What follows belongs to an exercise in optimizing a design on an open flow for small area and a short achievable clock period; a production flow would make more cautious choices. Only simulation tests tie the RTL to the original design; equivalence was not proved. Power figures rest on the tool's default switching activity, not on a simulated workload.

`design/flow/design.v`:
```
module joltage_select_sum #(
  parameter int MAX_K = 12,
  parameter int VAL_W = 40,
  parameter int SUM_W = 64,
  parameter int CNT_W = 32,
  localparam int KW   = $clog2(MAX_K+1)
)(
  input  logic             clk,
  input  logic             rst_n,
  input  logic [KW-1:0]    k_sel,
  input  logic [3:0]       in_digit,
  input  logic             in_last,
  input  logic             in_valid,
  output logic             in_ready,
  input  logic             sum_clr,
  output logic             line_valid,
  output logic [VAL_W-1:0] line_value,
  output logic             line_short,
  output logic [SUM_W-1:0] sum_out,
  output logic [CNT_W-1:0] lines_done,
  output logic [2:0]       error
);
  logic [MAX_K-1:0][3:0] dig, cand;
  logic [MAX_K-1:1] shf_q, asc_nxt, shf_nxt;
  logic [VAL_W-1:0] val_p, val_g, va_nxt, vb_nxt;
  logic [VAL_W-1:0] val;
  logic [KW-1:0]    cnt, k_r, k_nxt;
  logic             live, fin, rdy, in_line;
  logic             acc, upd, clr, dig_ok, k_ok, short_l, add_ok;
  logic [VAL_W:0]   add_lo;
  logic [SUM_W-1:0] sum_nxt;
  logic             carry;
  logic [CNT_W-1:0] lines_nxt;
  logic [2:0]       err_set;
  assign in_ready = rdy;
  assign acc      = in_valid && in_ready;
  assign dig_ok   = (in_digit <= 4'd9);
  assign upd      = acc && dig_ok;
  assign clr      = fin || !live;
  assign k_ok     = (k_sel != '0) && (k_sel <= KW'(MAX_K));
  assign short_l  = (cnt < k_r);
  assign add_ok   = fin && !short_l;
  assign k_nxt = in_line ? k_r : (k_ok ? k_sel : KW'(MAX_K));
  always_comb begin
    cand[0] = (shf_q[1] || in_digit > dig[0]) ? in_digit : dig[0];
    for (int j = 1; j < MAX_K; j++)
      cand[j] = shf_q[j] ? dig[j-1] : dig[j];
    for (int j = 1; j < MAX_K; j++)
      asc_nxt[j] = (KW'(j) < k_nxt) && (cand[j] < cand[j-1]);
    shf_nxt[MAX_K-1] = asc_nxt[MAX_K-1];
    for (int j = MAX_K-2; j >= 1; j--)
      shf_nxt[j] = shf_nxt[j+1] | asc_nxt[j];
  end
  jss_bcd2bin u_conv (.d(cand), .va(va_nxt), .vb(vb_nxt));
  assign line_valid = fin;
  assign line_short = fin && short_l;
  assign line_value = add_ok ? val : '0;
  jss_cpa_pg #(.W(VAL_W)) u_val (.p_in(val_p), .g_in(val_g), .s(val));
  jss_cpa_sklansky #(.W(VAL_W+1)) u_add (.a({1'b0, sum_out[VAL_W-1:0]}), .b({1'b0, val}), .s(add_lo));
  jss_inc #(.W(SUM_W-VAL_W)) u_inc_hi (.a(sum_out[SUM_W-1:VAL_W]), .ci(add_lo[VAL_W]), .s(sum_nxt[SUM_W-1:VAL_W]), .co(carry));
  assign sum_nxt[VAL_W-1:0] = add_lo[VAL_W-1:0];
  assign lines_nxt = lines_done + 1'b1;
  assign err_set = {add_ok && carry,
                    (fin && short_l) || (acc && !in_line && !k_ok),
                    acc && !dig_ok};
  always_ff @(posedge clk or negedge rst_n) begin
    if (!rst_n) begin
      live    <= 1'b0;
      fin     <= 1'b0;
      rdy     <= 1'b0;
    end else begin
      live <= 1'b1;
      fin  <= acc && in_last;
      rdy  <= !(acc && in_last);
    end
  end
  always_ff @(posedge clk) begin
    if (clr) begin
      in_line <= 1'b0;
      dig     <= '0;
      shf_q   <= '0;
      cnt     <= '0;
    end else begin
      if (acc) in_line <= !in_last;
      if (upd) begin
        dig   <= cand;
        shf_q <= shf_nxt;
        if (cnt != KW'(MAX_K)) cnt <= cnt + 1'b1;
      end
    end
  end
  always_ff @(posedge clk) begin
    if (acc && !in_line) k_r <= k_ok ? k_sel : KW'(MAX_K);
    if (upd) begin
      val_p <= va_nxt ^ vb_nxt;
      val_g <= va_nxt & vb_nxt;
    end
  end
  always_ff @(posedge clk or negedge rst_n) begin
    if (!rst_n) begin
      sum_out    <= '0;
      lines_done <= '0;
      error      <= '0;
    end else if (sum_clr) begin
      sum_out    <= '0;
      lines_done <= '0;
      error      <= '0;
    end else begin
      error <= error | err_set;
      if (fin) lines_done <= lines_nxt;
      if (add_ok) sum_out <= sum_nxt;
    end
  end
endmodule
module jss_inc #(parameter int W = 24) (
  input  logic [W-1:0] a,
  input  logic         ci,
  output logic [W-1:0] s,
  output logic         co
);
  localparam int L = $clog2(W);
  logic [W-1:0] p [0:L];
  always_comb begin
    p[0] = a;
    for (int l = 0; l < L; l++)
      for (int i = 0; i < W; i++)
        if ((i >> l) & 1) p[l+1][i] = p[l][i] & p[l][((i >> l) << l) - 1];
        else              p[l+1][i] = p[l][i];
    s[0] = a[0] ^ ci;
    for (int i = 1; i < W; i++) s[i] = a[i] ^ (ci & p[L][i-1]);
    co = ci & p[L][W-1];
  end
endmodule
module jss_bcd2bin (input logic [47:0] d, output logic [39:0] va, output logic [39:0] vb);
  wire w1 = d[0];
  wire w2 = d[1];
  wire w3 = d[4];
  wire w4 = d[2];
  wire w5 = d[5];
  wire w6 = d[8];
  wire w7 = d[3];
  wire w8 = d[6];
  wire w9 = d[4];
  wire w10 = d[9];
  wire w11 = d[12];
  wire w12 = d[10];
  wire w13 = d[13];
  wire w14 = d[16];
  wire w15 = (d[5] | d[7]);
  wire w16 = d[6];
  wire w17 = d[11];
  wire w18 = ~d[8];
  wire w19 = d[14];
  wire w20 = ~d[12];
  wire w21 = d[17];
  wire w22 = d[20];
  wire w23 = d[7];
  wire w24 = d[9];
  wire w25 = d[18];
  wire w26 = d[21];
  wire w27 = d[24];
  wire w28 = (d[13] | d[15]);
  wire w29 = (d[9] ^ d[10]);
  wire w30 = d[8];
  wire w31 = (d[13] ^ d[14]);
  wire w32 = d[19];
  wire w33 = d[22];
  wire w34 = d[20];
  wire w35 = d[25];
  wire w36 = d[28];
  wire w37 = ((~d[12] & ~d[13] & ~d[14] & ~d[15]) | (d[12] & ~d[13] & ~d[14] & ~d[15]));
  wire w38 = ~d[16];
  wire w39 = d[26];
  wire w40 = d[29];
  wire w41 = d[32];
  wire w42 = ((~d[8] & ~d[9] & ~d[10] & ~d[11]) | (d[8] & ~d[9] & ~d[10] & ~d[11]) | (~d[8] & d[9] & ~d[10] & ~d[11]) | (d[8] & d[9] & ~d[10] & ~d[11]) | (~d[8] & d[9] & d[10] & ~d[11]) | (d[8] & d[9] & d[10] & ~d[11]));
  wire w43 = (d[21] | d[23]);
  wire w44 = d[10];
  wire w45 = d[17];
  wire w46 = d[22];
  wire w47 = ~d[20];
  wire w48 = d[27];
  wire w49 = d[24];
  wire w50 = d[30];
  wire w51 = ~d[28];
  wire w52 = d[33];
  wire w53 = d[36];
  wire w54 = d[11];
  wire w55 = d[12];
  wire w56 = (d[17] ^ d[18]);
  wire w57 = d[25];
  wire w58 = d[34];
  wire w59 = d[37];
  wire w60 = d[40];
  wire w61 = (d[21] | d[23]);
  wire w62 = (d[29] | d[31]);
  wire w63 = d[13];
  wire w64 = ((~d[16] & ~d[17] & ~d[18] & ~d[19]) | (d[16] & ~d[17] & ~d[18] & ~d[19]));
  wire w65 = d[16];
  wire w66 = (d[21] ^ d[22]);
  wire w67 = d[20];
  wire w68 = d[26];
  wire w69 = (d[29] ^ d[30]);
  wire w70 = ~d[28];
  wire w71 = d[35];
  wire w72 = d[38];
  wire w73 = d[36];
  wire w74 = d[41];
  wire w75 = d[44];
  wire w76 = d[14];
  wire w77 = d[17];
  wire w78 = d[27];
  wire w79 = d[42];
  wire w80 = d[45];
  wire w81 = ((~d[20] & ~d[21] & ~d[22] & ~d[23]) | (d[20] & ~d[21] & ~d[22] & ~d[23]) | (~d[20] & d[21] & ~d[22] & ~d[23]) | (d[20] & d[21] & ~d[22] & ~d[23]) | (~d[20] & d[21] & d[22] & ~d[23]) | (d[20] & d[21] & d[22] & ~d[23]));
  wire w82 = ((~d[28] & ~d[29] & ~d[30] & ~d[31]) | (d[28] & ~d[29] & ~d[30] & ~d[31]) | (~d[28] & d[29] & ~d[30] & ~d[31]) | (d[28] & d[29] & ~d[30] & ~d[31]) | (~d[28] & d[29] & d[30] & ~d[31]) | (d[28] & d[29] & d[30] & ~d[31]));
  wire w83 = (d[37] | d[39]);
  wire w84 = d[15];
  wire w85 = d[18];
  wire w86 = d[16];
  wire w87 = d[22];
  wire w88 = (d[29] ^ d[30]);
  wire w89 = d[28];
  wire w90 = ~d[32];
  wire w91 = d[38];
  wire w92 = d[43];
  wire w93 = ~d[40];
  wire w94 = d[46];
  wire w95 = ~d[44];
  wire w96 = d[23];
  wire w97 = d[24];
  wire w98 = d[33];
  wire w99 = d[39];
  wire w100 = ~d[36];
  wire w101 = d[41];
  wire w102 = (d[17] | d[19]);
  wire w103 = ((~d[28] & ~d[29] & ~d[30] & ~d[31]) | (d[28] & ~d[29] & ~d[30] & ~d[31]) | (~d[28] & d[29] & ~d[30] & ~d[31]) | (d[28] & d[29] & ~d[30] & ~d[31]) | (~d[28] & d[29] & d[30] & ~d[31]) | (d[28] & d[29] & d[30] & ~d[31]));
  wire w104 = (d[45] | d[47]);
  wire w105 = d[18];
  wire w106 = ~d[20];
  wire w107 = d[25];
  wire w108 = d[30];
  wire w109 = d[28];
  wire w110 = (d[33] ^ d[34]);
  wire w111 = d[37];
  wire w112 = (d[41] ^ d[42]);
  wire w113 = (d[45] ^ d[46]);
  wire w114 = d[19];
  wire w115 = d[21];
  wire w116 = d[26];
  wire w117 = ~d[24];
  wire w118 = ((~d[32] & ~d[33] & ~d[34] & ~d[35]) | (d[32] & ~d[33] & ~d[34] & ~d[35]));
  wire w119 = (d[37] ^ d[38]);
  wire w120 = ~d[36];
  wire w121 = ((~d[40] & ~d[41] & ~d[42] & ~d[43]) | (d[40] & ~d[41] & ~d[42] & ~d[43]));
  wire w122 = ((~d[44] & ~d[45] & ~d[46] & ~d[47]) | (d[44] & ~d[45] & ~d[46] & ~d[47]));
  wire w123 = ~d[44];
  wire w124 = (d[29] | d[31]);
  wire w125 = (d[21] ^ d[22]);
  wire w126 = d[20];
  wire w127 = d[30];
  wire w128 = ~d[32];
  wire w129 = d[45];
  wire w130 = (d[25] | d[27]);
  wire w131 = ((~d[36] & ~d[37] & ~d[38] & ~d[39]) | (d[36] & ~d[37] & ~d[38] & ~d[39]) | (~d[36] & d[37] & ~d[38] & ~d[39]) | (d[36] & d[37] & ~d[38] & ~d[39]) | (~d[36] & d[37] & d[38] & ~d[39]) | (d[36] & d[37] & d[38] & ~d[39]));
  wire w132 = (d[25] ^ d[26]);
  wire w133 = d[31];
  wire w134 = d[33];
  wire w135 = (d[37] ^ d[38]);
  wire w136 = ~d[36];
  wire w137 = ~d[40];
  wire w138 = (d[45] ^ d[46]);
  wire w139 = ((~d[20] & ~d[21] & ~d[22] & ~d[23]) | (d[20] & ~d[21] & ~d[22] & ~d[23]) | (~d[20] & d[21] & ~d[22] & ~d[23]) | (d[20] & d[21] & ~d[22] & ~d[23]) | (~d[20] & d[21] & d[22] & ~d[23]) | (d[20] & d[21] & d[22] & ~d[23]));
  wire w140 = d[22];
  wire w141 = ((~d[24] & ~d[25] & ~d[26] & ~d[27]) | (d[24] & ~d[25] & ~d[26] & ~d[27]));
  wire w142 = ~d[28];
  wire w143 = (d[33] ^ d[34]);
  wire w144 = ~d[32];
  wire w145 = d[41];
  wire w146 = ((~d[44] & ~d[45] & ~d[46] & ~d[47]) | (d[44] & ~d[45] & ~d[46] & ~d[47]));
  wire w147 = ~d[44];
  wire w148 = ((~d[36] & ~d[37] & ~d[38] & ~d[39]) | (d[36] & ~d[37] & ~d[38] & ~d[39]) | (~d[36] & d[37] & ~d[38] & ~d[39]) | (d[36] & d[37] & ~d[38] & ~d[39]) | (~d[36] & d[37] & d[38] & ~d[39]) | (d[36] & d[37] & d[38] & ~d[39]));
  wire w149 = d[23];
  wire w150 = d[24];
  wire w151 = d[29];
  wire w152 = (d[37] ^ d[38]);
  wire w153 = (d[41] ^ d[42]);
  wire w154 = d[40];
  wire w155 = d[45];
  wire w156 = ((~d[32] & ~d[33] & ~d[34] & ~d[35]) | (d[32] & ~d[33] & ~d[34] & ~d[35]) | (~d[32] & d[33] & ~d[34] & ~d[35]) | (d[32] & d[33] & ~d[34] & ~d[35]) | (~d[32] & d[33] & d[34] & ~d[35]) | (d[32] & d[33] & d[34] & ~d[35]));
  wire w157 = d[25];
  wire w158 = (d[29] ^ d[30]);
  wire w159 = d[28];
  wire w160 = (d[33] ^ d[34]);
  wire w161 = ((~d[36] & ~d[37] & ~d[38] & ~d[39]) | (d[36] & ~d[37] & ~d[38] & ~d[39]));
  wire w162 = d[36];
  wire w163 = (d[45] ^ d[46]);
  wire w164 = ((~d[40] & ~d[41] & ~d[42] & ~d[43]) | (d[40] & ~d[41] & ~d[42] & ~d[43]) | (~d[40] & d[41] & ~d[42] & ~d[43]) | (d[40] & d[41] & ~d[42] & ~d[43]) | (~d[40] & d[41] & d[42] & ~d[43]) | (d[40] & d[41] & d[42] & ~d[43]));
  wire w165 = d[26];
  wire w166 = ((~d[32] & ~d[33] & ~d[34] & ~d[35]) | (d[32] & ~d[33] & ~d[34] & ~d[35]));
  wire w167 = d[37];
  wire w168 = d[42];
  wire w169 = ((~d[44] & ~d[45] & ~d[46] & ~d[47]) | (d[44] & ~d[45] & ~d[46] & ~d[47]));
  wire w170 = ((~d[28] & ~d[29] & ~d[30] & ~d[31]) | (d[28] & ~d[29] & ~d[30] & ~d[31]) | (~d[28] & d[29] & ~d[30] & ~d[31]) | (d[28] & d[29] & ~d[30] & ~d[31]) | (~d[28] & d[29] & d[30] & ~d[31]) | (d[28] & d[29] & d[30] & ~d[31]));
  wire w171 = d[27];
  wire w172 = d[30];
  wire w173 = d[28];
  wire w174 = d[38];
  wire w175 = ~d[36];
  wire w176 = d[43];
  wire w177 = d[44];
  wire w178 = d[45];
  wire w179 = (d[29] | d[31]);
  wire w180 = (d[37] | d[39]);
  wire w181 = d[30];
  wire w182 = ~d[32];
  wire w183 = (d[37] ^ d[38]);
  wire w184 = d[46];
  wire w185 = d[31];
  wire w186 = d[33];
  wire w187 = ((~d[36] & ~d[37] & ~d[38] & ~d[39]) | (d[36] & ~d[37] & ~d[38] & ~d[39]));
  wire w188 = ~d[36];
  wire w189 = d[40];
  wire w190 = d[47];
  wire w191 = (d[33] ^ d[34]);
  wire w192 = d[32];
  wire w193 = d[37];
  wire w194 = d[41];
  wire w195 = d[44];
  wire w196 = (d[37] ^ d[38]);
  wire w197 = d[42];
  wire w198 = d[40];
  wire w199 = d[45];
  wire w200 = ((~d[32] & ~d[33] & ~d[34] & ~d[35]) | (d[32] & ~d[33] & ~d[34] & ~d[35]) | (~d[32] & d[33] & ~d[34] & ~d[35]) | (d[32] & d[33] & ~d[34] & ~d[35]) | (~d[32] & d[33] & d[34] & ~d[35]) | (d[32] & d[33] & d[34] & ~d[35]));
  wire w201 = d[34];
  wire w202 = ((~d[36] & ~d[37] & ~d[38] & ~d[39]) | (d[36] & ~d[37] & ~d[38] & ~d[39]));
  wire w203 = d[46];
  wire w204 = (d[41] | d[43]);
  wire w205 = d[35];
  wire w206 = d[36];
  wire w207 = d[42];
  wire w208 = d[40];
  wire w209 = d[47];
  wire w210 = d[44];
  wire w211 = d[37];
  wire w212 = d[45];
  wire w213 = (d[41] | d[43]);
  wire w214 = d[38];
  wire w215 = d[42];
  wire w216 = d[46];
  wire w217 = ~d[44];
  wire w218 = d[39];
  wire w219 = d[43];
  wire w220 = d[40];
  wire w221 = (d[45] | d[47]);
  wire w222 = d[41];
  wire w223 = (d[45] ^ d[46]);
  wire w224 = d[42];
  wire w225 = ((~d[44] & ~d[45] & ~d[46] & ~d[47]) | (d[44] & ~d[45] & ~d[46] & ~d[47]));
  wire w226 = ~d[44];
  wire w227 = d[43];
  wire w228 = d[45];
  wire w229 = (d[45] ^ d[46]);
  wire w230 = d[44];
  wire w231 = ((~d[44] & ~d[45] & ~d[46] & ~d[47]) | (d[44] & ~d[45] & ~d[46] & ~d[47]) | (~d[44] & d[45] & ~d[46] & ~d[47]) | (d[44] & d[45] & ~d[46] & ~d[47]) | (~d[44] & d[45] & d[46] & ~d[47]) | (d[44] & d[45] & d[46] & ~d[47]));
  wire w232 = d[46];
  wire w233 = 1'b1 ^ w75;
  wire w234 = 1'b1 & w75;
  wire w235 = w53 ^ w52;
  wire w236 = w53 & w52;
  wire w237 = w62 ^ w61;
  wire w238 = w62 & w61;
  wire w239 = w233 ^ w74;
  wire w240 = w239 ^ w73;
  wire w241 = (w233 & w74) | (w239 & w73);
  wire w242 = w72 ^ w71;
  wire w243 = w242 ^ w70;
  wire w244 = (w72 & w71) | (w242 & w70);
  wire w245 = w69 ^ w68;
  wire w246 = w69 & w68;
  wire w247 = w234 ^ w83;
  wire w248 = w247 ^ w82;
  wire w249 = (w234 & w83) | (w247 & w82);
  wire w250 = w81 ^ w80;
  wire w251 = w81 & w80;
  wire w252 = 1'b1 ^ w95;
  wire w253 = w252 ^ w94;
  wire w254 = (1'b1 & w95) | (w252 & w94);
  wire w255 = w93 ^ w92;
  wire w256 = w255 ^ w91;
  wire w257 = (w93 & w92) | (w255 & w91);
  wire w258 = w90 ^ w89;
  wire w259 = w258 ^ w88;
  wire w260 = (w90 & w89) | (w258 & w88);
  wire w261 = 1'b1 ^ w104;
  wire w262 = w261 ^ w103;
  wire w263 = (1'b1 & w104) | (w261 & w103);
  wire w264 = w102 ^ w101;
  wire w265 = w264 ^ w100;
  wire w266 = (w102 & w101) | (w264 & w100);
  wire w267 = w113 ^ w112;
  wire w268 = w267 ^ w111;
  wire w269 = (w113 & w112) | (w267 & w111);
  wire w270 = w124 ^ w123;
  wire w271 = w270 ^ w122;
  wire w272 = (w124 & w123) | (w270 & w122);
  wire w273 = w121 ^ w120;
  wire w274 = w121 & w120;
  wire w275 = 1'b1 ^ w148;
  wire w276 = 1'b1 & w148;
  wire w277 = w22 ^ w21;
  wire w278 = w22 & w21;
  wire w279 = 1'b1 ^ w28;
  wire w280 = w279 ^ w27;
  wire w281 = (1'b1 & w28) | (w279 & w27);
  wire w282 = 1'b1 ^ w36;
  wire w283 = w282 ^ w35;
  wire w284 = (1'b1 & w36) | (w282 & w35);
  wire w285 = w34 ^ w33;
  wire w286 = w285 ^ w32;
  wire w287 = (w34 & w33) | (w285 & w32);
  wire w288 = w43 ^ w42;
  wire w289 = w288 ^ w41;
  wire w290 = (w43 & w42) | (w288 & w41);
  wire w291 = w40 ^ w39;
  wire w292 = w40 & w39;
  wire w293 = w235 ^ w51;
  wire w294 = w293 ^ w50;
  wire w295 = (w235 & w51) | (w293 & w50);
  wire w296 = w49 ^ w48;
  wire w297 = w296 ^ w47;
  wire w298 = (w49 & w48) | (w296 & w47);
  wire w299 = w46 ^ w45;
  wire w300 = w46 & w45;
  wire w301 = w236 ^ w237;
  wire w302 = w301 ^ w60;
  wire w303 = (w236 & w237) | (w301 & w60);
  wire w304 = w59 ^ w58;
  wire w305 = w304 ^ w57;
  wire w306 = (w59 & w58) | (w304 & w57);
  wire w307 = w56 ^ w55;
  wire w308 = w307 ^ w54;
  wire w309 = (w56 & w55) | (w307 & w54);
  wire w310 = w238 ^ w245;
  wire w311 = w310 ^ w243;
  wire w312 = (w238 & w245) | (w310 & w243);
  wire w313 = w240 ^ w67;
  wire w314 = w313 ^ w66;
  wire w315 = (w240 & w67) | (w313 & w66);
  wire w316 = w65 ^ w64;
  wire w317 = w316 ^ w63;
  wire w318 = (w65 & w64) | (w316 & w63);
  wire w319 = w246 ^ w244;
  wire w320 = w319 ^ w241;
  wire w321 = (w246 & w244) | (w319 & w241);
  wire w322 = w250 ^ w248;
  wire w323 = w322 ^ w79;
  wire w324 = (w250 & w248) | (w322 & w79);
  wire w325 = w78 ^ w77;
  wire w326 = w325 ^ w76;
  wire w327 = (w78 & w77) | (w325 & w76);
  wire w328 = w251 ^ w249;
  wire w329 = w328 ^ w259;
  wire w330 = (w251 & w249) | (w328 & w259);
  wire w331 = w256 ^ w253;
  wire w332 = w331 ^ w87;
  wire w333 = (w256 & w253) | (w331 & w87);
  wire w334 = w86 ^ w85;
  wire w335 = w334 ^ w84;
  wire w336 = (w86 & w85) | (w334 & w84);
  wire w337 = w260 ^ w257;
  wire w338 = w337 ^ w254;
  wire w339 = (w260 & w257) | (w337 & w254);
  wire w340 = w265 ^ w262;
  wire w341 = w340 ^ w99;
  wire w342 = (w265 & w262) | (w340 & w99);
  wire w343 = w98 ^ w97;
  wire w344 = w343 ^ w96;
  wire w345 = (w98 & w97) | (w343 & w96);
  wire w346 = w266 ^ w263;
  wire w347 = w346 ^ w268;
  wire w348 = (w266 & w263) | (w346 & w268);
  wire w349 = w110 ^ w109;
  wire w350 = w349 ^ w108;
  wire w351 = (w110 & w109) | (w349 & w108);
  wire w352 = w107 ^ w106;
  wire w353 = w352 ^ w105;
  wire w354 = (w107 & w106) | (w352 & w105);
  wire w355 = w269 ^ w273;
  wire w356 = w355 ^ w271;
  wire w357 = (w269 & w273) | (w355 & w271);
  wire w358 = w119 ^ w118;
  wire w359 = w358 ^ w117;
  wire w360 = (w119 & w118) | (w358 & w117);
  wire w361 = w116 ^ w115;
  wire w362 = w361 ^ w114;
  wire w363 = (w116 & w115) | (w361 & w114);
  wire w364 = w274 ^ w272;
  wire w365 = w364 ^ w131;
  wire w366 = (w274 & w272) | (w364 & w131);
  wire w367 = w130 ^ w129;
  wire w368 = w367 ^ w128;
  wire w369 = (w130 & w129) | (w367 & w128);
  wire w370 = w127 ^ w126;
  wire w371 = w370 ^ w125;
  wire w372 = (w127 & w126) | (w370 & w125);
  wire w373 = w139 ^ w138;
  wire w374 = w373 ^ w137;
  wire w375 = (w139 & w138) | (w373 & w137);
  wire w376 = w136 ^ w135;
  wire w377 = w376 ^ w134;
  wire w378 = (w136 & w135) | (w376 & w134);
  wire w379 = w133 ^ w132;
  wire w380 = w133 & w132;
  wire w381 = w275 ^ w147;
  wire w382 = w381 ^ w146;
  wire w383 = (w275 & w147) | (w381 & w146);
  wire w384 = w145 ^ w144;
  wire w385 = w384 ^ w143;
  wire w386 = (w145 & w144) | (w384 & w143);
  wire w387 = w142 ^ w141;
  wire w388 = w387 ^ w140;
  wire w389 = (w142 & w141) | (w387 & w140);
  wire w390 = w276 ^ w156;
  wire w391 = w390 ^ w155;
  wire w392 = (w276 & w156) | (w390 & w155);
  wire w393 = w154 ^ w153;
  wire w394 = w393 ^ w152;
  wire w395 = (w154 & w153) | (w393 & w152);
  wire w396 = w151 ^ w150;
  wire w397 = w396 ^ w149;
  wire w398 = (w151 & w150) | (w396 & w149);
  wire w399 = 1'b1 ^ w164;
  wire w400 = w399 ^ w163;
  wire w401 = (1'b1 & w164) | (w399 & w163);
  wire w402 = w162 ^ w161;
  wire w403 = w402 ^ w160;
  wire w404 = (w162 & w161) | (w402 & w160);
  wire w405 = w159 ^ w158;
  wire w406 = w405 ^ w157;
  wire w407 = (w159 & w158) | (w405 & w157);
  wire w408 = w170 ^ w169;
  wire w409 = w408 ^ w168;
  wire w410 = (w170 & w169) | (w408 & w168);
  wire w411 = w167 ^ w166;
  wire w412 = w167 & w166;
  wire w413 = w177 ^ w176;
  wire w414 = w413 ^ w175;
  wire w415 = (w177 & w176) | (w413 & w175);
  wire w416 = w174 ^ w173;
  wire w417 = w174 & w173;
  wire w418 = 1'b1 ^ w190;
  wire w419 = 1'b1 & w190;
  wire w420 = 1'b1 ^ w210;
  wire w421 = 1'b1 & w210;
  wire w422 = w11 ^ w10;
  wire w423 = w11 & w10;
  wire w424 = w15 ^ w14;
  wire w425 = w15 & w14;
  wire w426 = w277 ^ w20;
  wire w427 = w426 ^ w19;
  wire w428 = (w277 & w20) | (w426 & w19);
  wire w429 = w18 ^ w17;
  wire w430 = w18 & w17;
  wire w431 = w278 ^ w280;
  wire w432 = w431 ^ w26;
  wire w433 = (w278 & w280) | (w431 & w26);
  wire w434 = w25 ^ w24;
  wire w435 = w434 ^ w23;
  wire w436 = (w25 & w24) | (w434 & w23);
  wire w437 = w281 ^ w286;
  wire w438 = w437 ^ w283;
  wire w439 = (w281 & w286) | (w437 & w283);
  wire w440 = w31 ^ w30;
  wire w441 = w440 ^ w29;
  wire w442 = (w31 & w30) | (w440 & w29);
  wire w443 = w287 ^ w284;
  wire w444 = w443 ^ w291;
  wire w445 = (w287 & w284) | (w443 & w291);
  wire w446 = w289 ^ w38;
  wire w447 = w446 ^ w37;
  wire w448 = (w289 & w38) | (w446 & w37);
  wire w449 = w292 ^ w290;
  wire w450 = w449 ^ w299;
  wire w451 = (w292 & w290) | (w449 & w299);
  wire w452 = w297 ^ w294;
  wire w453 = w452 ^ w44;
  wire w454 = (w297 & w294) | (w452 & w44);
  wire w455 = w300 ^ w298;
  wire w456 = w455 ^ w295;
  wire w457 = (w300 & w298) | (w455 & w295);
  wire w458 = w308 ^ w305;
  wire w459 = w458 ^ w302;
  wire w460 = (w308 & w305) | (w458 & w302);
  wire w461 = w309 ^ w306;
  wire w462 = w461 ^ w303;
  wire w463 = (w309 & w306) | (w461 & w303);
  wire w464 = w317 ^ w314;
  wire w465 = w464 ^ w311;
  wire w466 = (w317 & w314) | (w464 & w311);
  wire w467 = w318 ^ w315;
  wire w468 = w467 ^ w312;
  wire w469 = (w318 & w315) | (w467 & w312);
  wire w470 = w326 ^ w323;
  wire w471 = w470 ^ w320;
  wire w472 = (w326 & w323) | (w470 & w320);
  wire w473 = w327 ^ w324;
  wire w474 = w473 ^ w321;
  wire w475 = (w327 & w324) | (w473 & w321);
  wire w476 = w335 ^ w332;
  wire w477 = w476 ^ w329;
  wire w478 = (w335 & w332) | (w476 & w329);
  wire w479 = w336 ^ w333;
  wire w480 = w479 ^ w330;
  wire w481 = (w336 & w333) | (w479 & w330);
  wire w482 = w344 ^ w341;
  wire w483 = w482 ^ w338;
  wire w484 = (w344 & w341) | (w482 & w338);
  wire w485 = w345 ^ w342;
  wire w486 = w485 ^ w339;
  wire w487 = (w345 & w342) | (w485 & w339);
  wire w488 = w353 ^ w350;
  wire w489 = w488 ^ w347;
  wire w490 = (w353 & w350) | (w488 & w347);
  wire w491 = w354 ^ w351;
  wire w492 = w491 ^ w348;
  wire w493 = (w354 & w351) | (w491 & w348);
  wire w494 = w362 ^ w359;
  wire w495 = w494 ^ w356;
  wire w496 = (w362 & w359) | (w494 & w356);
  wire w497 = w363 ^ w360;
  wire w498 = w497 ^ w357;
  wire w499 = (w363 & w360) | (w497 & w357);
  wire w500 = w371 ^ w368;
  wire w501 = w500 ^ w365;
  wire w502 = (w371 & w368) | (w500 & w365);
  wire w503 = w372 ^ w369;
  wire w504 = w503 ^ w366;
  wire w505 = (w372 & w369) | (w503 & w366);
  wire w506 = w379 ^ w377;
  wire w507 = w506 ^ w374;
  wire w508 = (w379 & w377) | (w506 & w374);
  wire w509 = w380 ^ w378;
  wire w510 = w509 ^ w375;
  wire w511 = (w380 & w378) | (w509 & w375);
  wire w512 = w388 ^ w385;
  wire w513 = w512 ^ w382;
  wire w514 = (w388 & w385) | (w512 & w382);
  wire w515 = w389 ^ w386;
  wire w516 = w515 ^ w383;
  wire w517 = (w389 & w386) | (w515 & w383);
  wire w518 = w397 ^ w394;
  wire w519 = w518 ^ w391;
  wire w520 = (w397 & w394) | (w518 & w391);
  wire w521 = w398 ^ w395;
  wire w522 = w521 ^ w392;
  wire w523 = (w398 & w395) | (w521 & w392);
  wire w524 = w406 ^ w403;
  wire w525 = w524 ^ w400;
  wire w526 = (w406 & w403) | (w524 & w400);
  wire w527 = w407 ^ w404;
  wire w528 = w527 ^ w401;
  wire w529 = (w407 & w404) | (w527 & w401);
  wire w530 = w411 ^ w409;
  wire w531 = w530 ^ w165;
  wire w532 = (w411 & w409) | (w530 & w165);
  wire w533 = w412 ^ w410;
  wire w534 = w533 ^ w416;
  wire w535 = (w412 & w410) | (w533 & w416);
  wire w536 = w414 ^ w172;
  wire w537 = w536 ^ w171;
  wire w538 = (w414 & w172) | (w536 & w171);
  wire w539 = w417 ^ w415;
  wire w540 = w539 ^ w180;
  wire w541 = (w417 & w415) | (w539 & w180);
  wire w542 = w179 ^ w178;
  wire w543 = w179 & w178;
  wire w544 = w184 ^ w183;
  wire w545 = w544 ^ w182;
  wire w546 = (w184 & w183) | (w544 & w182);
  wire w547 = w418 ^ w189;
  wire w548 = w547 ^ w188;
  wire w549 = (w418 & w189) | (w547 & w188);
  wire w550 = w187 ^ w186;
  wire w551 = w187 & w186;
  wire w552 = w419 ^ w195;
  wire w553 = w552 ^ w194;
  wire w554 = (w419 & w195) | (w552 & w194);
  wire w555 = w193 ^ w192;
  wire w556 = w555 ^ w191;
  wire w557 = (w193 & w192) | (w555 & w191);
  wire w558 = w200 ^ w199;
  wire w559 = w558 ^ w198;
  wire w560 = (w200 & w199) | (w558 & w198);
  wire w561 = w197 ^ w196;
  wire w562 = w197 & w196;
  wire w563 = w204 ^ w203;
  wire w564 = w563 ^ w202;
  wire w565 = (w204 & w203) | (w563 & w202);
  wire w566 = w420 ^ w209;
  wire w567 = w566 ^ w208;
  wire w568 = (w420 & w209) | (w566 & w208);
  wire w569 = w207 ^ w206;
  wire w570 = w207 & w206;
  wire w571 = w421 ^ 1'b1;
  wire w572 = w571 ^ w213;
  wire w573 = (w421 & 1'b1) | (w571 & w213);
  wire w574 = w212 ^ w211;
  wire w575 = w212 & w211;
  wire w576 = w217 ^ w216;
  wire w577 = w576 ^ w215;
  wire w578 = (w217 & w216) | (w576 & w215);
  wire w579 = 1'b1 ^ w221;
  wire w580 = w579 ^ w220;
  wire w581 = (1'b1 & w221) | (w579 & w220);
  wire w582 = w422 ^ w9;
  wire w583 = w422 & w9;
  wire w584 = w423 ^ w424;
  wire w585 = w584 ^ w13;
  wire w586 = (w423 & w424) | (w584 & w13);
  wire w587 = w425 ^ w429;
  wire w588 = w587 ^ w427;
  wire w589 = (w425 & w429) | (w587 & w427);
  wire w590 = w430 ^ w428;
  wire w591 = w590 ^ w435;
  wire w592 = (w430 & w428) | (w590 & w435);
  wire w593 = w436 ^ w433;
  wire w594 = w593 ^ w441;
  wire w595 = (w436 & w433) | (w593 & w441);
  wire w596 = w442 ^ w439;
  wire w597 = w596 ^ w447;
  wire w598 = (w442 & w439) | (w596 & w447);
  wire w599 = w448 ^ w445;
  wire w600 = w599 ^ w453;
  wire w601 = (w448 & w445) | (w599 & w453);
  wire w602 = w454 ^ w451;
  wire w603 = w602 ^ w459;
  wire w604 = (w454 & w451) | (w602 & w459);
  wire w605 = w460 ^ w457;
  wire w606 = w605 ^ w465;
  wire w607 = (w460 & w457) | (w605 & w465);
  wire w608 = w466 ^ w463;
  wire w609 = w608 ^ w471;
  wire w610 = (w466 & w463) | (w608 & w471);
  wire w611 = w472 ^ w469;
  wire w612 = w611 ^ w477;
  wire w613 = (w472 & w469) | (w611 & w477);
  wire w614 = w478 ^ w475;
  wire w615 = w614 ^ w483;
  wire w616 = (w478 & w475) | (w614 & w483);
  wire w617 = w484 ^ w481;
  wire w618 = w617 ^ w489;
  wire w619 = (w484 & w481) | (w617 & w489);
  wire w620 = w490 ^ w487;
  wire w621 = w620 ^ w495;
  wire w622 = (w490 & w487) | (w620 & w495);
  wire w623 = w496 ^ w493;
  wire w624 = w623 ^ w501;
  wire w625 = (w496 & w493) | (w623 & w501);
  wire w626 = w502 ^ w499;
  wire w627 = w626 ^ w507;
  wire w628 = (w502 & w499) | (w626 & w507);
  wire w629 = w508 ^ w505;
  wire w630 = w629 ^ w513;
  wire w631 = (w508 & w505) | (w629 & w513);
  wire w632 = w514 ^ w511;
  wire w633 = w632 ^ w519;
  wire w634 = (w514 & w511) | (w632 & w519);
  wire w635 = w520 ^ w517;
  wire w636 = w635 ^ w525;
  wire w637 = (w520 & w517) | (w635 & w525);
  wire w638 = w526 ^ w523;
  wire w639 = w638 ^ w531;
  wire w640 = (w526 & w523) | (w638 & w531);
  wire w641 = w532 ^ w529;
  wire w642 = w641 ^ w537;
  wire w643 = (w532 & w529) | (w641 & w537);
  wire w644 = w538 ^ w535;
  wire w645 = w644 ^ w542;
  wire w646 = (w538 & w535) | (w644 & w542);
  wire w647 = w543 ^ w541;
  wire w648 = w647 ^ w545;
  wire w649 = (w543 & w541) | (w647 & w545);
  wire w650 = w546 ^ w550;
  wire w651 = w650 ^ w548;
  wire w652 = (w546 & w550) | (w650 & w548);
  wire w653 = w551 ^ w549;
  wire w654 = w653 ^ w556;
  wire w655 = (w551 & w549) | (w653 & w556);
  wire w656 = w557 ^ w554;
  wire w657 = w656 ^ w561;
  wire w658 = (w557 & w554) | (w656 & w561);
  wire w659 = w562 ^ w560;
  wire w660 = w659 ^ w564;
  wire w661 = (w562 & w560) | (w659 & w564);
  wire w662 = w565 ^ w569;
  wire w663 = w662 ^ w567;
  wire w664 = (w565 & w569) | (w662 & w567);
  wire w665 = w570 ^ w568;
  wire w666 = w665 ^ w574;
  wire w667 = (w570 & w568) | (w665 & w574);
  wire w668 = w575 ^ w573;
  wire w669 = w668 ^ w577;
  wire w670 = (w575 & w573) | (w668 & w577);
  wire w671 = w578 ^ w580;
  wire w672 = w671 ^ w219;
  wire w673 = (w578 & w580) | (w671 & w219);
  wire w674 = w581 ^ 1'b1;
  wire w675 = w674 ^ w223;
  wire w676 = (w581 & 1'b1) | (w674 & w223);
  wire w677 = 1'b1 ^ w226;
  wire w678 = w677 ^ w225;
  wire w679 = (1'b1 & w226) | (w677 & w225);
  wire w680 = w6 ^ w5;
  wire w681 = w6 & w5;
  wire w682 = w582 ^ w8;
  wire w683 = w682 ^ w7;
  wire w684 = (w582 & w8) | (w682 & w7);
  wire w685 = w583 ^ w585;
  wire w686 = w685 ^ w12;
  wire w687 = (w583 & w585) | (w685 & w12);
  wire w688 = w586 ^ w588;
  wire w689 = w688 ^ w16;
  wire w690 = (w586 & w588) | (w688 & w16);
  wire w691 = w589 ^ w591;
  wire w692 = w691 ^ w432;
  wire w693 = (w589 & w591) | (w691 & w432);
  wire w694 = w592 ^ w594;
  wire w695 = w694 ^ w438;
  wire w696 = (w592 & w594) | (w694 & w438);
  wire w697 = w595 ^ w597;
  wire w698 = w697 ^ w444;
  wire w699 = (w595 & w597) | (w697 & w444);
  wire w700 = w598 ^ w600;
  wire w701 = w700 ^ w450;
  wire w702 = (w598 & w600) | (w700 & w450);
  wire w703 = w601 ^ w603;
  wire w704 = w703 ^ w456;
  wire w705 = (w601 & w603) | (w703 & w456);
  wire w706 = w604 ^ w606;
  wire w707 = w706 ^ w462;
  wire w708 = (w604 & w606) | (w706 & w462);
  wire w709 = w607 ^ w609;
  wire w710 = w709 ^ w468;
  wire w711 = (w607 & w609) | (w709 & w468);
  wire w712 = w610 ^ w612;
  wire w713 = w712 ^ w474;
  wire w714 = (w610 & w612) | (w712 & w474);
  wire w715 = w613 ^ w615;
  wire w716 = w715 ^ w480;
  wire w717 = (w613 & w615) | (w715 & w480);
  wire w718 = w616 ^ w618;
  wire w719 = w718 ^ w486;
  wire w720 = (w616 & w618) | (w718 & w486);
  wire w721 = w619 ^ w621;
  wire w722 = w721 ^ w492;
  wire w723 = (w619 & w621) | (w721 & w492);
  wire w724 = w622 ^ w624;
  wire w725 = w724 ^ w498;
  wire w726 = (w622 & w624) | (w724 & w498);
  wire w727 = w625 ^ w627;
  wire w728 = w727 ^ w504;
  wire w729 = (w625 & w627) | (w727 & w504);
  wire w730 = w628 ^ w630;
  wire w731 = w730 ^ w510;
  wire w732 = (w628 & w630) | (w730 & w510);
  wire w733 = w631 ^ w633;
  wire w734 = w733 ^ w516;
  wire w735 = (w631 & w633) | (w733 & w516);
  wire w736 = w634 ^ w636;
  wire w737 = w736 ^ w522;
  wire w738 = (w634 & w636) | (w736 & w522);
  wire w739 = w637 ^ w639;
  wire w740 = w739 ^ w528;
  wire w741 = (w637 & w639) | (w739 & w528);
  wire w742 = w640 ^ w642;
  wire w743 = w742 ^ w534;
  wire w744 = (w640 & w642) | (w742 & w534);
  wire w745 = w643 ^ w645;
  wire w746 = w745 ^ w540;
  wire w747 = (w643 & w645) | (w745 & w540);
  wire w748 = w646 ^ w648;
  wire w749 = w748 ^ w181;
  wire w750 = (w646 & w648) | (w748 & w181);
  wire w751 = w649 ^ w651;
  wire w752 = w751 ^ w185;
  wire w753 = (w649 & w651) | (w751 & w185);
  wire w754 = w652 ^ w654;
  wire w755 = w754 ^ w553;
  wire w756 = (w652 & w654) | (w754 & w553);
  wire w757 = w655 ^ w657;
  wire w758 = w757 ^ w559;
  wire w759 = (w655 & w657) | (w757 & w559);
  wire w760 = w658 ^ w660;
  wire w761 = w760 ^ w201;
  wire w762 = (w658 & w660) | (w760 & w201);
  wire w763 = w661 ^ w663;
  wire w764 = w763 ^ w205;
  wire w765 = (w661 & w663) | (w763 & w205);
  wire w766 = w664 ^ w666;
  wire w767 = w766 ^ w572;
  wire w768 = (w664 & w666) | (w766 & w572);
  wire w769 = w667 ^ w669;
  wire w770 = w769 ^ w214;
  wire w771 = (w667 & w669) | (w769 & w214);
  wire w772 = w670 ^ w672;
  wire w773 = w772 ^ w218;
  wire w774 = (w670 & w672) | (w772 & w218);
  wire w775 = w673 ^ w675;
  wire w776 = w775 ^ w222;
  wire w777 = (w673 & w675) | (w775 & w222);
  wire w778 = w676 ^ w678;
  wire w779 = w778 ^ w224;
  wire w780 = (w676 & w678) | (w778 & w224);
  wire w781 = w679 ^ w228;
  wire w782 = w781 ^ w227;
  wire w783 = (w679 & w228) | (w781 & w227);
  wire w784 = 1'b1 ^ w230;
  wire w785 = w784 ^ w229;
  wire w786 = (1'b1 & w230) | (w784 & w229);
  wire [39:0] ra = {w232, w231, w785, w782, w779, w776, w773, w770, w767, w764, w761, w758, w755, w752, w749, w746, w743, w740, w737, w734, w731, w728, w725, w722, w719, w716, w713, w710, w707, w704, w701, w698, w695, w692, w689, w686, w683, w4, w2, w1};
  wire [39:0] rb = {1'b1, w786, w783, w780, w777, w774, w771, w768, w765, w762, w759, w756, w753, w750, w747, w744, w741, w738, w735, w732, w729, w726, w723, w720, w717, w714, w711, w708, w705, w702, w699, w696, w693, w690, w687, w684, w681, w680, w3, 1'b0};
  assign va = ra;
  assign vb = rb;
endmodule
module jss_cpa_sklansky #(parameter int W = 40) (input logic [W-1:0] a, b, output logic [W-1:0] s);
  localparam int L = $clog2(W);
  logic [W-1:0] g [0:L];
  logic [W-1:0] p [0:L];
  always_comb begin
    g[0] = a & b; p[0] = a ^ b;
    for (int l = 0; l < L; l++)
      for (int i = 0; i < W; i++)
        if ((i >> l) & 1) begin
          g[l+1][i] = g[l][i] | (p[l][i] & g[l][((i >> l) << l) - 1]);
          p[l+1][i] = p[l][i] & p[l][((i >> l) << l) - 1];
        end else begin
          g[l+1][i] = g[l][i]; p[l+1][i] = p[l][i];
        end
    s[0] = p[0][0];
    for (int i = 1; i < W; i++) s[i] = p[0][i] ^ g[L][i-1];
  end
endmodule
module jss_cpa_ripple #(parameter int W = 40) (input logic [W-1:0] a, b, output logic [W-1:0] s);
  logic [W:0] c;
  always_comb begin
    c[0] = 1'b0;
    for (int i = 0; i < W; i++) begin
      s[i] = a[i] ^ b[i] ^ c[i];
      c[i+1] = (a[i] & b[i]) | (a[i] & c[i]) | (b[i] & c[i]);
    end
  end
endmodule
module jss_cpa_bk #(parameter int W = 40) (input logic [W-1:0] a, b, output logic [W-1:0] s);
  localparam int L = $clog2(W);
  logic [W-1:0] g, p;
  always_comb begin
    g = a & b; p = a ^ b;
    for (int l = 0; l < L; l++)
      for (int i = 0; i < W; i++)
        if (((i + 1) % (2 << l)) == 0) begin
          g[i] = g[i] | (p[i] & g[i - (1 << l)]);
          p[i] = p[i] & p[i - (1 << l)];
        end
    for (int l = L - 1; l >= 0; l--)
      for (int i = 0; i < W; i++)
        if (((i + 1) % (2 << l)) == (1 << l) && i >= (2 << l) + (1 << l) - 1) begin
          g[i] = g[i] | (p[i] & g[i - (1 << l)]);
          p[i] = p[i] & p[i - (1 << l)];
        end
    s[0] = a[0] ^ b[0];
    for (int i = 1; i < W; i++) s[i] = a[i] ^ b[i] ^ g[i-1];
  end
endmodule
module jss_cpa_pg #(parameter int W = 40) (input logic [W-1:0] p_in, g_in, output logic [W-1:0] s);
  localparam int L = $clog2(W);
  logic [W-1:0] g [0:L];
  logic [W-1:0] p [0:L];
  always_comb begin
    g[0] = g_in; p[0] = p_in;
    for (int l = 0; l < L; l++)
      for (int i = 0; i < W; i++)
        if ((i >> l) & 1) begin
          g[l+1][i] = g[l][i] | (p[l][i] & g[l][((i >> l) << l) - 1]);
          p[l+1][i] = p[l][i] & p[l][((i >> l) << l) - 1];
        end else begin
          g[l+1][i] = g[l][i]; p[l+1][i] = p[l][i];
        end
    s[0] = p_in[0];
    for (int i = 1; i < W; i++) s[i] = p_in[i] ^ g[L][i-1];
  end
endmodule
```
`design/flow/config.mk`:
```
export PLATFORM = sky130hd
export DESIGN_NAME = joltage_select_sum
export DESIGN_NICKNAME = joltage_select_sum
export VERILOG_FILES = /design/flow/design.v
export SDC_FILE = /design/flow/constraint.sdc
export NUM_CORES = 4
export LEC_CHECK = 0
export CAP_MARGIN = 20
export CORE_MARGIN = 2
export CORE_UTILIZATION = 55
export SETUP_SLACK_MARGIN = 4.0
export SLEW_MARGIN = 20
```
`design/flow/flow/run.sh`:
```
#!/bin/bash
set -euo pipefail
export BUFFER_PORTS_ARGS="-buffer_cell sky130_fd_sc_hd__buf_1"
export CTS_ARGS="-sink_clustering_enable -repair_clock_nets -dont_use_dummy_load"
bash standard.sh finish > standard_flow.log 2>&1
```
`design/flow/standard.sh`:
```
#!/bin/bash
# synth_recipe.tcl (not shown) runs the flow's synth.tcl, then flattens the netlist and writes it again
# the make line also repeats each setting of config.mk as NAME=value (left out here)
make -C /OpenROAD-flow-scripts/flow DESIGN_CONFIG=/design/flow/config.mk WORK_HOME=/design/flow/orfs CLKGATE_MAP_FILE= SYNTH_SCRIPT=/design/flow/synth_recipe.tcl "${@:-finish}"
```
`design/flow/constraint.sdc`:
```
create_clock -name core_clock -period 9.0 [get_ports {clk}]
set_input_delay 1.8000 -clock core_clock [delete_from_list [all_inputs] [get_ports {clk}]]
set_output_delay 1.8000 -clock core_clock [all_outputs]
set_load 0.01 [all_outputs]
```
==> impl_metrics.tcl, run 1 <==
set metrics [dict create \
    drc 0 \
    cp_data_arrival_time_ns 3.23 \
    synthTopCellsByCount "inv_1 (258), fa_1 (164), ha_1 (158), nor2_1 (150), a21oi_1 (114)" \
    crit_type "reg2out" \
    n_fill_cell 2952 \
    synth_largest_type_area_fraction_pct 17.5 \
    gp_congestion 0.901 \
    whs_path_depth 1 \
    async_reset_ff_share_pct 41.1 \
    synthesis.nets 2222 \
    min_to "error[2]" \
    io_buffers 154 \
    dr.pass1.iters 7 \
    stdcell_count 2488 \
    ys_seq_elements 248 \
    max_slew.worst_pin.slew_ns 1.03 \
    relSlewSlack_pct 29.5 \
    fmax_mhz 199 \
    cts_sinks 248 \
    ys_warn_count 9 \
    synth_edf_count 82 \
    netlist.top_cell.by_area "fa_1" \
    rows 67 \
    grt_max_degree 100 \
    stdcell_area_um2 20900 \
    finalSetupViolCount 0 \
    coreArea_um2 33600 \
    rr_startpoint "val_p[3]" \
    clk_latency_ns 0.55 \
    vias_per_cell 5.51 \
    final.setup.tns_ns 0 \
    synthCells 1887 \
    grt-ovfl-total 0 \
    final_hold_viol_count 0 \
    start_kind "register" \
    final_layout_size_suffix_gt1_share_pct 6.23 \
    dpl-instance-area_um2 19800 \
    vias 13700 \
    grt_pass1_vias 13700 \
    end_kind "output pin" \
    num_io_pins 155 \
    placedCellCount 2444 \
    ant_nets 0 \
    r2r_end "sum_out[39]" \
    hpwl_um 34800 \
    maxCapViolCount 0 \
    wl_per_cell_um 18.1 \
    n_antenna_cell 0 \
    ys_seq_area_share_pct 33.5 \
    crit_required_ns 7.20 \
    synthTopCellsByArea "fa_1 (17%), dfrtp_1 (14%), edfxtp_1 (13%)" \
    die_area_um2 35700 \
    ys_types 70 \
    avgSynthCellArea_um2 9.96 \
    grt_antenna_before_repair 0 \
    grt_setup_unrepaired "yes" \
    root_buffer "clkbuf_16" \
    die_w_um 189 \
    cp_max_fo 3 \
    cts_tree "yes" \
    htree_levels 1 \
    netlist_area_um2 18800 \
    synth_most_common_cell "inv_1" \
    hp-class "reg2reg" \
    power-per-cell-area_nw_per_um2 242 \
    start_util_pct 55.9 \
    r2r_slack_ns 4.20 \
    numCtsBuffers 28 \
    power.leakage_nw 9.30 \
    grt_usage_pct 25.7 \
    ys.flop_type "dfrtp_1" \
    reg2regPathDepth 21 \
    cts_buffer_depth 3 \
    clk_pin_slew_ns 0.05 \
    initialDrtViolationCount 745 \
    nets 2377 \
    die_h_um 189 \
    wl_um 45000 \
    final-max-slew-violation-count 0 \
    vdd_drop_max_uv 156 \
    fin_skew_ns 0.0263 \
    outcome "finished clean" \
    grt_pass1_wl_um 73100 \
    fin_crit_sh_pct 55.9 \
    finalCriticalPeriod_ns 5.03 \
    hp-start "error[2]" \
    syn2layout_area_growth_pct 11.2 \
]
## critical path, stage by stage, from the launching register on
cell      delay [ns]
edfxtp_1        0.42
a21oi_2         0.19
a21oi_2         0.09
o211ai_1        0.28
nand3_2         0.15
a41o_4          0.28
a22o_4          0.23
or2_4           0.22
a21o_1          0.18
ha_4            0.17
nor2_4          0.09
xnor2_2         0.12
and2_4          0.18
buf_6           0.10
## final cells by class
| cell class | instances | area (um2) | area share (%) |
|---|---|---|---|
| multi-input combinational | 1318 | 11500 | 55.1 |
| sequential | 248 | 6300 | 30.1 |
| inverter | 259 | 977 | 4.68 |
| timing repair buffer | 187 | 852 | 4.08 |
| clock buffer | 28 | 701 | 3.35 |
| tap | 448 | 561 | 2.68 |
## per-stage QoR
| stage | hold slack [ns] | worst slack [ns] | util, % | total power, W |
|---|---|---|---|---|
| final | 0.489 | 3.97 | 62.2 | 0.00505 |
| after global routing | 0.502 | 3.82 | 62.2 | 0.00557 |
| after CTS | 0.491 | 3.85 | 61.6 | 0.00507 |
| after detailed placement | 0.484 | 3.70 | 59.0 | 0.00404 |
| after global placement | 0.477 | 3.84 | 59.0 | 0.00396 |
| after floorplan | 0.471 | 4.25 | - | 0.00335 |
## logic make-up after synthesis
group                    Yosys count  share of synthesized area, %
adder cells (fa/ha/maj)          322                          28.0
other                              1                        0.0200
XOR/XNOR                          96                          4.47
flip-flops                       248                          33.5
multiplexers                      52                          2.78
buffers and inverters            321                          6.42
AND/OR/NAND/NOR                  489                          12.6
AO/OA/AOI/OAI                    358                          12.2
## layer usage
| metal | vias to the layer above | part of all wire, % | track usage, % |
|---|---|---|---|
| met2 | 296 | 45 | 39.9 |
| met1 | 6643 | 48 | 38.5 |
| met3 | 76 | 4.4 | 3.32 |
| li1 | 6691 | - | - |
| met5 | - | 0 | 0 |
| met4 | 0 | 2.7 | 6.49 |
## report_power, final
part           internal [W]  leakage, nW  switching (W)
sequential          0.00148         2.73       0.000131
clock              0.000541        0.345       0.000418
combinational       0.00106         6.23        0.00142
## layout by cell type, fill, tap and decap left out, types with 57 or more instances in the layout
cell	netlist	final
ha_1	158	157
o21ai_0	75	71
dfxtp_1	64	64
a211oi_1	59	57
edfxtp_1	82	82
a21oi_1	114	106
inv_1	258	258
nor2_1	150	148
dfrtp_1	102	102
buf_1	6	147
nand2_1	112	112
fa_1	164	164
## state kept, by name, indices dropped and copies added, names as in the netlist, 3 cells and up
name	cells
sum_out	64
dig	48
val_p	40
val_g	38
lines_done	32
shf_q	11
cnt	4
k_r	4
error	3
## how the worst max path moves through the flow
stage | start | slack, ns | endpoint
after global routing | val_p[3] | 3.82 | line_value[33]
after CTS | val_g[2] | 3.85 | line_value[33]
after global placement | val_p[3] | 3.84 | sum_out[44]
final | val_p[3] | 3.97 | line_value[33]
after detailed placement | val_p[3] | 3.70 | sum_out[48]
after floorplan | shf_q[11] | 4.25 | val_p[16]
## repair_timing
item	CTS	global route
endpoints found under the setup margin	36	41
pin swaps	10	14
resized for setup	24	28
setup buffers	8	8
endpoints found under the hold margin	0	0
hold buffers	0	0
==> inputs of run 2 (changes only) <==
--- a/design/flow/config.mk
+++ b/design/flow/config.mk
@@ -8,5 +8,6 @@
 export CAP_MARGIN = 20
 export CORE_MARGIN = 2
-export CORE_UTILIZATION = 55
+export CORE_UTILIZATION = 65
+export PLACE_DENSITY = 0.75
 export SETUP_SLACK_MARGIN = 4.0
 export SLEW_MARGIN = 20
==> run 2 against run 1 <==
  * Still clean on timing, DRC and antenna
  * Via count is 3.3% higher
  * Non-clock buffer count is 3 higher
  * Clock power is 0.8% lower
  * Design area is 0.29% lower
  * Sequential power hardly changed
  * Clock-buffer cell count stayed put
  * Synthesized cell count stayed put
  * Worst setup slack worse by 0.060 ns
  * Global-route usage is 4.3 points higher
  * Area after synthesis stayed put
  * Register-to-register slack worse by 0.06 ns
  * Power is 2.3% higher
  * Largest cell class unchanged
  * Largest power group unchanged
  * Highest routed layer unchanged
==> impl_metrics.tcl, run 2 <==
set metrics [dict create \
    die_w_um 174 \
    cp_max_fo 4 \
    wl_per_cell_um 18.6 \
    grt_setup_unrepaired "yes" \
    start_util_pct 65.8 \
    synthTopCellsByCount "inv_1 (258), fa_1 (164), ha_1 (158), nor2_1 (150), a21oi_1 (114)" \
    io_buffers 154 \
    nets 2380 \
    gp_congestion 0.956 \
    n_fill_cell 2160 \
    hpwl_um 34100 \
    synth_most_common_cell "inv_1" \
    final_layout_size_suffix_gt1_share_pct 6.17 \
    n_antenna_cell 0 \
    fin_skew_ns 0.0441 \
    numCtsBuffers 28 \
    r2r_slack_ns 4.14 \
    synthesis.nets 2222 \
    power-per-cell-area_nw_per_um2 248 \
    crit_required_ns 7.20 \
    ys_seq_area_share_pct 33.5 \
    syn2layout_area_growth_pct 10.9 \
    ys_types 70 \
    max_slew.worst_pin.slew_ns 0.942 \
    netlist.top_cell.by_area "fa_1" \
    synthCells 1887 \
    ys_warn_count 9 \
    pre_cts_ws_ns 3.74 \
    cp_data_arrival_time_ns 3.29 \
    cts_tree "yes" \
    dr.pass1.iters 5 \
    vias_per_cell 5.83 \
    fmax_mhz 197 \
    wl_um 45300 \
    synth_largest_type_area_fraction_pct 17.5 \
    rows 62 \
    setup_ws_ns 3.91 \
    netlist_area_um2 18800 \
    grt_pass1_vias 14200 \
    ant_nets 0 \
    die_h_um 174 \
    final-max-slew-violation-count 0 \
    avgSynthCellArea_um2 9.96 \
    largest_reg_flops 64 \
    hp-class "reg2reg" \
    final.setup.tns_ns 0 \
    layout_common_cells "inv_1 (257), fa_1 (164), ha_1 (157), nor2_1 (148), buf_1 (146)" \
    grt_max_degree 105 \
    final_common_cell "inv_1" \
    root_buffer "clkbuf_16" \
    grt-ovfl-total 0 \
    start_kind "register" \
    synthTopCellsByArea "fa_1 (17%), dfrtp_1 (14%), edfxtp_1 (13%)" \
    grt_usage_pct 30.1 \
    cts_sinks 248 \
    relSlewSlack_pct 35.4 \
    fin_crit_sh_pct 56.5 \
    clk_latency_ns 0.55 \
    vdd_drop_max_uv 167 \
    coreArea_um2 28500 \
    clk_pin_slew_ns 0.05 \
    grt_pass1_wl_um 73500 \
    ys.flop_type "dfrtp_1" \
    drc 0 \
    htree_levels 1 \
    outcome "finished clean" \
    finalSetupViolCount 0 \
    synth_edf_count 82 \
    largest_registers "sum_out x64, dig x48, val_p x40" \
    power.leakage_nw 9.33 \
    final_hold_viol_count 0 \
    maxCapViolCount 0 \
    cts_buffer_depth 3 \
    finalCriticalPeriod_ns 5.09 \
    vias 14200 \
    crit_type "reg2out" \
    initialDrtViolationCount 968 \
    ys_seq_elements 248 \
    die_area_um2 30300 \
    regMostFlops "sum_out" \
    grt_antenna_before_repair 0 \
    async_reset_ff_share_pct 41.1 \
    end_kind "output pin" \
    num_io_pins 155 \
    cts-hold-fix-buffers 0 \
]
## run 2: cell types whose count changed in the layout (fill, tap and decap cells not counted), moves of 2 or more
cell     previous run  this run
mux2i_2             5         3
a21oi_1           106       109
mux2i_1            46        48
a21oi_2             9         5
buf_4              34        36
## run 2: what timing repair did
item | 4_1_cts | 5_1_grt
setup buffers | 9 | 9
resized for setup | 17 | 34
endpoints found under the setup margin | 35 | 52
pin swaps | 10 | 10
## run 2: logic make-up (layout without fill, tap and decap cells)
family                   count (synthesis)  after routing  share of synthesized area, %
AND/OR/NAND/NOR                        489            489                          12.6
AO/OA/AOI/OAI                          358            358                          12.2
adder cells (fa/ha/maj)                322            322                          28.0
buffers and inverters                  321            477                          6.42
flip-flops                             248            248                          33.5
XOR/XNOR                                96             96                          4.47
multiplexers                            52             52                          2.78
other                                    1              1                        0.0200
## run 2: power by group
group	leakage, nW	internal, W	total [W]	switching [W]
Clock	0.345	0.000540	0.000951	0.000411
Sequential	2.73	0.00148	0.00161	0.000132
Combinational	6.26	0.00109	0.00260	0.00151
## run 2: worst max-delay path, stage by stage, from the launching register on
cell and delay, ns:
edfxtp_1 0.43, a21oi_1 0.20, nor2b_1 0.09, o211ai_1 0.25
nand3_2 0.14, a41o_4 0.29, a22o_4 0.23, or2_4 0.23
a21o_1 0.19, ha_4 0.17, nor2_4 0.09, xnor2_2 0.12
and2_1 0.16, buf_2 0.14
## run 2: area by class of cell
type	count	area, um2	share of cell area, %
clock buffers	28	701	3.36
multi-input cells	1318	11500	55.2
flip-flops and latches	248	6300	30.2
inverters	259	977	4.69
well taps	384	480	2.31
repair buffers	190	890	4.27
## run 2: final timing paths
path / from / endpoint / cells past startpoint
min in group asynchronous: rst_n / lines_done[6] / 1
worst max-delay path: val_p[5] / line_value[33] / 13
worst min register to register: dig[47] / dig[47] / 2
max in group asynchronous: rst_n / sum_out[22] / 3
worst min-delay path: dig[47] / dig[47] / 2
worst max register to register: val_p[5] / sum_out[48] / 21
## run 2: metrics by stage
step	total power (W)	std cells	hold WS, ns	util [%]	cell area, um2
detailed placement	0.00408	2380	0.487	69.2	19800
CTS	0.00514	2417	0.492	72.2	20600
global route	0.00559	2427	0.523	73.0	20800
finish	0.00516	2427	0.492	73.0	20800
global placement	0.00390	2380	0.479	69.2	19800
floorplan	0.00335	1887	0.471	-	18800
## run 2: per-layer routing
| layer | vias to the layer above | global-route usage (%) | share of wire, % |
|---|---|---|---|
| met5 | - | 0 | 0 |
| met4 | 0 | 6.23 | 1.9 |
| met3 | 87 | 3.57 | 5.6 |
| met2 | 440 | 50.8 | 48 |
| met1 | 6940 | 42.3 | 45 |
| li1 | 6687 | - | - |

-- port drivers added, routing unchanged --
In the flow no input, the clock included, has a driving cell. The finished layouts below were timed again as built, in two steps.
Step 1 sets driving cells, clkbuf_16 on the clock port and buf_2 on the other inputs (assumed; they add their load-dependent delay and slew).
Step 2 adds t to the input delays and takes it off the output delays; t is the mean of the earliest and latest rising clock arrival at the registers after step 1. Input paths then give back, and output paths get back, about the clock's delay inside the block.
Slacks: ideal ports / drivers / drivers and shift; pairs: ideal ports / drivers.
| run | t (ns) | setup WS [ns] | hold WS [ns] |
|---|---|---|---|
| run 1 | 0.593 | 3.973 / 3.922 / 4.200 | 0.489 / 0.489 / 0.489 |
| run 2 | 0.579 | 3.913 / 3.866 / 4.145 | 0.492 / 0.492 / 0.492 |
After both steps setup and hold are still met in every run listed.
